Background: an optimization exercise with open tools, aiming at small area, a short achievable clock period and few clock cycles. Do not read the settings as production practice.
The RTL was checked by simulation tests, not by an equivalence proof against the original design.

**design/flow/run.sh**
```bash
#!/bin/bash
# synth_recipe.tcl (not shown) runs the flow's synth.tcl, then flattens the netlist and writes it again
# the make line also repeats each setting of config.mk as NAME=value (left out here)
make -C /OpenROAD-flow-scripts/flow DESIGN_CONFIG=/design/flow/config.mk WORK_HOME=/design/flow/orfs CLKGATE_MAP_FILE= SYNTH_SCRIPT=/design/flow/synth_recipe.tcl finish
```
**design/flow/config.mk**
```make
export PLATFORM = sky130hd
export DESIGN_NAME = cpu_top
export DESIGN_NICKNAME = cpu_top
export VERILOG_FILES = /design/flow/design.v
export SDC_FILE = /design/flow/constraint.sdc
export NUM_CORES = 4
export LEC_CHECK = 0
export CAP_MARGIN = 20
export CORE_MARGIN = 2
export CORE_UTILIZATION = 30
export SLEW_MARGIN = 20
```
**design/flow/constraint.sdc**
```tcl
create_clock -name core_clock -period 10.0 [get_ports {clk}]
set_input_delay 2.0000 -clock core_clock [delete_from_list [all_inputs] [get_ports {clk}]]
set_output_delay 2.0000 -clock core_clock [all_outputs]
set_load 0.01 [all_outputs]
```
**design/flow/design.v**
```verilog
module cpu_multicycle #(
  parameter int DW   = 32,
  parameter int NREG = 32,
  parameter int PCW  = 32
) (
  input  logic             clk,
  input  logic             clrn,
  output logic             imem_req,
  output logic [PCW-1:0]   imem_addr,
  input  logic             imem_valid,
  input  logic [31:0]      imem_inst,
  output logic [PCW-1:0]   pc,
  output logic [DW-1:0]    alu_out,
  output logic             zf_out,
  output logic             sf_out,
  output logic             cf_out,
  output logic             retire,
  output logic             halted
);
  localparam int RW = $clog2(NREG);
  typedef enum logic [1:0] {
    S_FETCH = 2'd0,
    S_EXEC  = 2'd1,
    S_WB    = 2'd2,
    S_HALT  = 2'd3
  } state_t;
  state_t         state_q;
  logic [PCW-1:0] pc_q, npc_q;
  logic [31:0]    ir_q;
  logic [DW-1:0]  alu_q;
  logic           zf_q, sf_q, cf_q;
  logic           req_q, retire_q, halted_q, wreg_q;
  logic [DW-1:0]  regs_q [NREG];
  function automatic logic [DW-1:0] sext16(input logic [15:0] v);
    logic [DW+15:0] t;
    t = {{DW{v[15]}}, v};
    sext16 = t[DW-1:0];
  endfunction
  function automatic logic [DW-1:0] zext16(input logic [15:0] v);
    logic [DW+15:0] t;
    t = {{DW{1'b0}}, v};
    zext16 = t[DW-1:0];
  endfunction
  function automatic logic [PCW-1:0] zext8(input logic [7:0] v);
    logic [PCW+7:0] t;
    t = {{PCW{1'b0}}, v};
    zext8 = t[PCW-1:0];
  endfunction
  logic [5:0]     op_s;
  logic [RW-1:0]  rc_idx_s, ra_idx_s, rb_idx_s;
  logic [15:0]    imm_s;
  logic [PCW-1:0] jtgt_s, pc_inc_s;
  logic [DW-1:0]  ra_val_s, rb_val_s;
  logic [4:0]     shamt_s;
  logic [DW:0]    add_s, addi_s, shl_s;
  assign op_s     = ir_q[31:26];
  assign rc_idx_s = ir_q[21 +: RW];
  assign ra_idx_s = ir_q[16 +: RW];
  assign rb_idx_s = ir_q[11 +: RW];
  assign imm_s    = ir_q[15:0];
  assign jtgt_s   = zext8(ir_q[25:18]);
  assign pc_inc_s = pc_q + {{(PCW-1){1'b0}}, 1'b1};
  assign ra_val_s = (ra_idx_s == {RW{1'b0}}) ? {DW{1'b0}} : regs_q[ra_idx_s];
  assign rb_val_s = (rb_idx_s == {RW{1'b0}}) ? {DW{1'b0}} : regs_q[rb_idx_s];
  assign shamt_s  = rb_val_s[4:0];
  assign add_s    = {1'b0, ra_val_s} + {1'b0, rb_val_s};
  assign addi_s   = {1'b0, ra_val_s} + {1'b0, sext16(imm_s)};
  assign shl_s    = {1'b0, ra_val_s} << shamt_s;
  logic [DW-1:0]  result_s;
  logic           cf_s, zf_s, sf_s, alu_op_s, halt_s;
  logic [PCW-1:0] npc_s;
  always_comb begin
    result_s = {DW{1'b0}};
    cf_s     = 1'b0;
    alu_op_s = 1'b0;
    halt_s   = 1'b0;
    npc_s    = pc_inc_s;
    case (op_s)
      6'h00: begin result_s = add_s[DW-1:0];          cf_s = add_s[DW];            alu_op_s = 1'b1; end
      6'h01: begin result_s = ra_val_s - rb_val_s;    cf_s = (ra_val_s < rb_val_s); alu_op_s = 1'b1; end
      6'h02: begin result_s = ra_val_s & rb_val_s;    alu_op_s = 1'b1; end
      6'h03: begin result_s = ra_val_s | rb_val_s;    alu_op_s = 1'b1; end
      6'h04: begin result_s = ra_val_s ^ rb_val_s;    alu_op_s = 1'b1; end
      6'h05: begin result_s = shl_s[DW-1:0];          cf_s = shl_s[DW];            alu_op_s = 1'b1; end
      6'h06: begin result_s = ra_val_s >> shamt_s;    alu_op_s = 1'b1; end
      6'h08: begin result_s = addi_s[DW-1:0];         cf_s = addi_s[DW];           alu_op_s = 1'b1; end
      6'h09: begin result_s = ra_val_s & zext16(imm_s); alu_op_s = 1'b1; end
      6'h0A: begin result_s = ra_val_s | zext16(imm_s); alu_op_s = 1'b1; end
      6'h10: npc_s = jtgt_s;
      6'h11: if (zf_q) npc_s = jtgt_s; else npc_s = pc_inc_s;
      6'h12: if (sf_q) npc_s = jtgt_s; else npc_s = pc_inc_s;
      6'h13: if (cf_q) npc_s = jtgt_s; else npc_s = pc_inc_s;
      6'h3F: halt_s = 1'b1;
      default: npc_s = pc_inc_s;
    endcase
    zf_s = (result_s == {DW{1'b0}});
    sf_s = result_s[DW-1];
  end
  always_ff @(posedge clk or negedge clrn) begin
    if (!clrn) begin
      state_q  <= S_FETCH;
      pc_q     <= {PCW{1'b0}};
      npc_q    <= {PCW{1'b0}};
      ir_q     <= 32'd0;
      alu_q    <= {DW{1'b0}};
      zf_q     <= 1'b0;
      sf_q     <= 1'b0;
      cf_q     <= 1'b0;
      req_q    <= 1'b0;
      retire_q <= 1'b0;
      halted_q <= 1'b0;
      wreg_q   <= 1'b0;
      for (int i = 0; i < NREG; i++) regs_q[i] <= {DW{1'b0}};
    end else begin
      case (state_q)
        S_FETCH: begin
          if (req_q && imem_valid) begin
            ir_q    <= imem_inst;
            req_q   <= 1'b0;
            state_q <= S_EXEC;
          end else begin
            req_q   <= 1'b1;
          end
        end
        S_EXEC: begin
          if (halt_s) begin
            halted_q <= 1'b1;
            state_q  <= S_HALT;
          end else begin
            npc_q    <= npc_s;
            wreg_q   <= alu_op_s;
            retire_q <= 1'b1;
            state_q  <= S_WB;
            if (alu_op_s) begin
              alu_q <= result_s;
              zf_q  <= zf_s;
              sf_q  <= sf_s;
              cf_q  <= cf_s;
            end
          end
        end
        S_WB: begin
          if (wreg_q && (rc_idx_s != {RW{1'b0}})) regs_q[rc_idx_s] <= alu_q;
          pc_q     <= npc_q;
          retire_q <= 1'b0;
          req_q    <= 1'b1;
          state_q  <= S_FETCH;
        end
        S_HALT: begin
          state_q <= S_HALT;
        end
        default: begin
          state_q <= S_FETCH;
        end
      endcase
    end
  end
  assign imem_req  = req_q;
  assign imem_addr = pc_q;
  assign pc      = pc_q;
  assign alu_out = alu_q;
  assign zf_out  = zf_q;
  assign sf_out  = sf_q;
  assign cf_out  = cf_q;
  assign retire  = retire_q;
  assign halted  = halted_q;
endmodule
module cpu_top (
  input  logic        clk,
  input  logic        clrn,
  output logic        imem_req,
  output logic [7:0]  imem_addr,
  input  logic        imem_valid,
  input  logic [31:0] imem_inst,
  output logic [7:0]  pc,
  output logic [31:0] alu_out,
  output logic        zf_out,
  output logic        sf_out,
  output logic        cf_out,
  output logic        retire,
  output logic        halted
);
  cpu_multicycle #(.DW(32), .NREG(32), .PCW(8)) u_core (
    .clk       (clk),
    .clrn      (clrn),
    .imem_req  (imem_req),
    .imem_addr (imem_addr),
    .imem_valid(imem_valid),
    .imem_inst (imem_inst),
    .pc        (pc),
    .alu_out   (alu_out),
    .zf_out    (zf_out),
    .sf_out    (sf_out),
    .cf_out    (cf_out),
    .retire    (retire),
    .halted    (halted)
  );
endmodule
```
==> impl_metrics.env <==
export IMPL_ys_flop_type="dfrtp_1"
export IMPL_path_class="reg2reg"
export IMPL_htree_levels=3
export IMPL_hold_viol_final=0
export IMPL_dp_slack_ps=1220
export IMPL_setup_viol=0
export IMPL_slew_headroom=0.181
export IMPL_die_w_um=475
export IMPL_grt_overflow=0
export IMPL_syn_avg_cell_area_um2=10.2
export IMPL_synthArstFlopShare=1.00
export IMPL_setup_tns_ps=0
export IMPL_arrival_ps=10160
export IMPL_row_count=172
export IMPL_area_delta_synth_final_pct=13.3
export IMPL_slew_viol_final=0
export IMPL_drtIter0Drc=12200
export IMPL_drtPass1Iterations=10
export IMPL_root_buffer="clkbuf_16"
export IMPL_clkPwrFrac=0.232
export IMPL_report_power_total_uw=20000
export IMPL_clock_path_buffers=3
export IMPL_sw_frac_of_total=0.498
export IMPL_dieArea_um2=226000
export IMPL_ioPinCount=89
export IMPL_period_share=0.945
export IMPL_synth_seq_area_share=0.406
export IMPL_numCtsBuffers=113
export IMPL_ctsResizeCount=0
export IMPL_io_buffers=88
export IMPL_grt_pass1_vias=60300
export IMPL_finalInstanceArea_um2=75400
export IMPL_nets=6601
export IMPL_core_um2=220000
export IMPL_status="no timing/DRC/antenna violations"
export IMPL_clock_fmax_ghz=0.106
export IMPL_ir_drop_mv=0.210
export IMPL_endpoint_kind="flop"
export IMPL_ys_ff_latch=1080
export IMPL_cts_tree="built"
export IMPL_post_cts_setup_buffer_count=0
export IMPL_power_density_nw_per_um2=265
export IMPL_ys_types=107
export IMPL_worst_pin_slew_ps=1220
export IMPL_p_leak_uw=0.0349
export IMPL_start_util=0.302
export IMPL_synthesis_area_um2=66500
export IMPL_hpwl_um=231000
export IMPL_worst_slack_ps=552
export IMPL_reg2reg_depth=22
export IMPL_clock_latency_ps=840
export IMPL_period_minus_slack_ps=9450
export IMPL_hold_buffers=0
export IMPL_die_h_um=475
export IMPL_syn_nets=6731
export IMPL_crit_fanout=55
export IMPL_antenna_found_initial=37
export IMPL_fin_skew_ps=100
export IMPL_vias=64700
export IMPL_startpoint_type="flop"
export IMPL_grt_pass1_wl_um=495000
export IMPL_seq_power_share=0.288
export IMPL_wirelength_um=363000
export IMPL_grt_setup_unrepaired="false"
export IMPL_wl_per_cell_um=38.3
export IMPL_clock_sinks=1080
export IMPL_min_path_cells=1
export IMPL_placed_cell_area_um2=71300
export IMPL_ant_nets=0
export IMPL_cp_required_ps=10720
export IMPL_p_comb_frac=0.480
export IMPL_grt_start_max_net_pins=160
export IMPL_worstHoldPathType="reg2reg"
export IMPL_power_switching_uw=9940
export IMPL_drive_gt1_frac=0.262
export IMPL_drc=0
export IMPL_path_clk_slew_ps=70
export IMPL_gp_congestion=1.02
export IMPL_drv_cap=0
export IMPL_viasPerCell=6.82
export IMPL_synth_edf_count=0
export IMPL_internal_power_uw=10000
export IMPL_track_usage=0.310
export IMPL_synthCells=6542
export IMPL_ys_warn_count=2
[placed cells by master (no fill, tap or decap), drive strengths merged, types with 18 or more instances in the layout]
cell,synthesis,final
a211oi,72,72
a22oi,327,327
o221ai,28,28
nor4,40,40
nand2b,32,32
buf,178,285
a21oi,208,208
and4,21,21
a22o,90,90
dfrtp,1080,1080
a2111oi,115,115
nand4,135,135
a222oi,31,31
a21o,36,36
nand2,348,348
mux2,1037,1037
mux2i,110,110
a31oi,27,27
o22ai,60,60
clkbuf,439,157
and3,373,373
o211ai,23,23
nor3,81,81
nor2b,19,19
diode,0,28
a221oi,115,115
ha,151,151
a221o,18,18
clkdlybuf4s50,0,87
nand3,408,408
nand3b,55,55
nor2,266,266
o21a,18,18
xnor2,20,20
clkinv,0,31
inv,131,136
o21ai,143,143
or3,20,20
[through the flow]
stage	hold WS [ps]	utilization	cells
6_report	479	0.342	9494
5_1_grt	512	0.342	9470
4_1_cts	482	0.342	9465
3_5_place_dp	468	0.324	9254
3_3_place_gp	455	0.324	9252
2_1_floorplan	444	-	6542
[state kept, by name, indices dropped and copies added (netlist names)]
register         cells
u_core.regs_q      992
u_core.ir_q         32
u_core.alu_q        31
u_core.npc_q         8
u_core.pc_q          8
u_core.state_q       2
u_core.cf_q          1
u_core.halted_q      1
u_core.req_q         1
u_core.retire_q      1
u_core.sf_q          1
u_core.wreg_q        1
u_core.zf_q          1
[metal layers]
metal / wire [µm] / part of all wire / vias to the layer above / GRT usage
met5: 404 / 0.0011 / - / 0.00844
met3: 53500 / 0.15 / 1690 / 0.131
li1: - / - / 24700 / -
met2: 144000 / 0.40 / 5902 / 0.428
met4: 27800 / 0.077 / 24 / 0.191
met1: 138000 / 0.38 / 32400 / 0.396
[kinds of logic after synthesis]
logic type / count (synthesis) / share of synthesized area
multiplexers: 1148 / 0.193
XOR/XNOR: 34 / 0.00447
adder cells (fa/ha/maj): 154 / 0.0293
AO/OA/AOI/OAI: 1478 / 0.165
buffers and inverters: 748 / 0.0492
flip-flops: 1080 / 0.406
AND/OR/NAND/NOR: 1900 / 0.153
[critical path: stages, from the launching register on]
cell and delay [ps]:
dfrtp_4 960, nand3b_2 330, nor2_2 890, a2111oi_0 310, nand4_1 160, a2bb2oi_1 970
buf_4 350, inv_1 140, fa_1 440, or2_2 310, a221oi_1 540, nor2_1 90
nor2_1 110, nor2_1 60, xnor2_1 130, o21ai_0 330, a31o_2 370, a211oi_1 250
o211ai_1 410, nor4bb_1 1030, nand4_1 520, nand4b_1 380, o21ai_1 170
[synth_stat cells, types with 100 or more instances]
cell       instances  area (µm²)
dfrtp_1         1080       27000
mux2_2          1036       11700
clkbuf_1         437        1640
nand3_1          406        2030
and3_1           373        2330
nand2_1          346        1300
a22oi_1          327        2450
nor2_1           256         961
a21oi_1          208        1040
ha_1             151        1890
nand4_1          135         845
o21ai_0          134         671
inv_1            126         473
a221oi_1         113         990
a2111oi_0        107         937
mux2i_1          100        1000
[path summary, 6_finish.rpt]
path / slack [ps] / to / startpoint
setup / recovery: 550 / u_core.zf_q / u_core.ir_q[17]
hold / removal: 480 / u_core.halted_q / u_core.halted_q
setup reg to reg: 550 / u_core.zf_q / u_core.ir_q[17]
hold reg to reg: 480 / u_core.halted_q / u_core.halted_q
max in group asynchronous: 6610 / u_core.sf_q / clrn
min in group asynchronous: 1190 / u_core.regs_q[13][29] / clrn
[power groups by stage]
stage | sequential, µW | combinational, µW | clock, µW
after floorplan | 5200 | 5240 | 0
after global placement | 5740 | 8980 | 0
after detailed placement | 5760 | 8960 | 0
after CTS | 5680 | 9000 | 4640
after global routing | 5760 | 9670 | 4820
final | 5740 | 9580 | 4640
[area by class of cell]
| class | instances | area [µm²] |
|---|---|---|
| sequential | 1080 | 27100 |
| clock inverter | 54 | 781 |
| antenna | 28 | 70.1 |
| fill | 22200 | 145000 |
| clock buffer | 157 | 3210 |
| inverter | 131 | 494 |
| multi-input combinational | 4714 | 36900 |
| timing repair buffer | 372 | 3200 |
| tap | 2958 | 3700 |
Testbench counts, summed over its fixed seeds: cycles 98,032.

-- separate check: timing with driven ports --
No port has a modelled driver above. Below, the same layout with a new extraction and two added sets of constraints.
Step 1: set_driving_cell puts a clkbuf_16 on clk and a buf_2 on each other input, an assumption about the parent block.
Step 2 times the ports against the registers' clock, not the clock port: input delays grow and output delays shrink by t, the midpoint of the rising clock arrivals with the driver on.
Slacks: ideal ports / drivers / drivers and shift; pairs: ideal ports / drivers.
t (ns): 0.896
setup WS [ns]: 0.552 / 0.552 / 0.552
hold slack, ns: 0.479 / 0.479 / 0.479
worst setup path after step 2: register to register
After both steps setup and hold are still met in this run. The setup slack of this run moves by 0.000 ns with the drivers and by 0.000 ns with both steps.
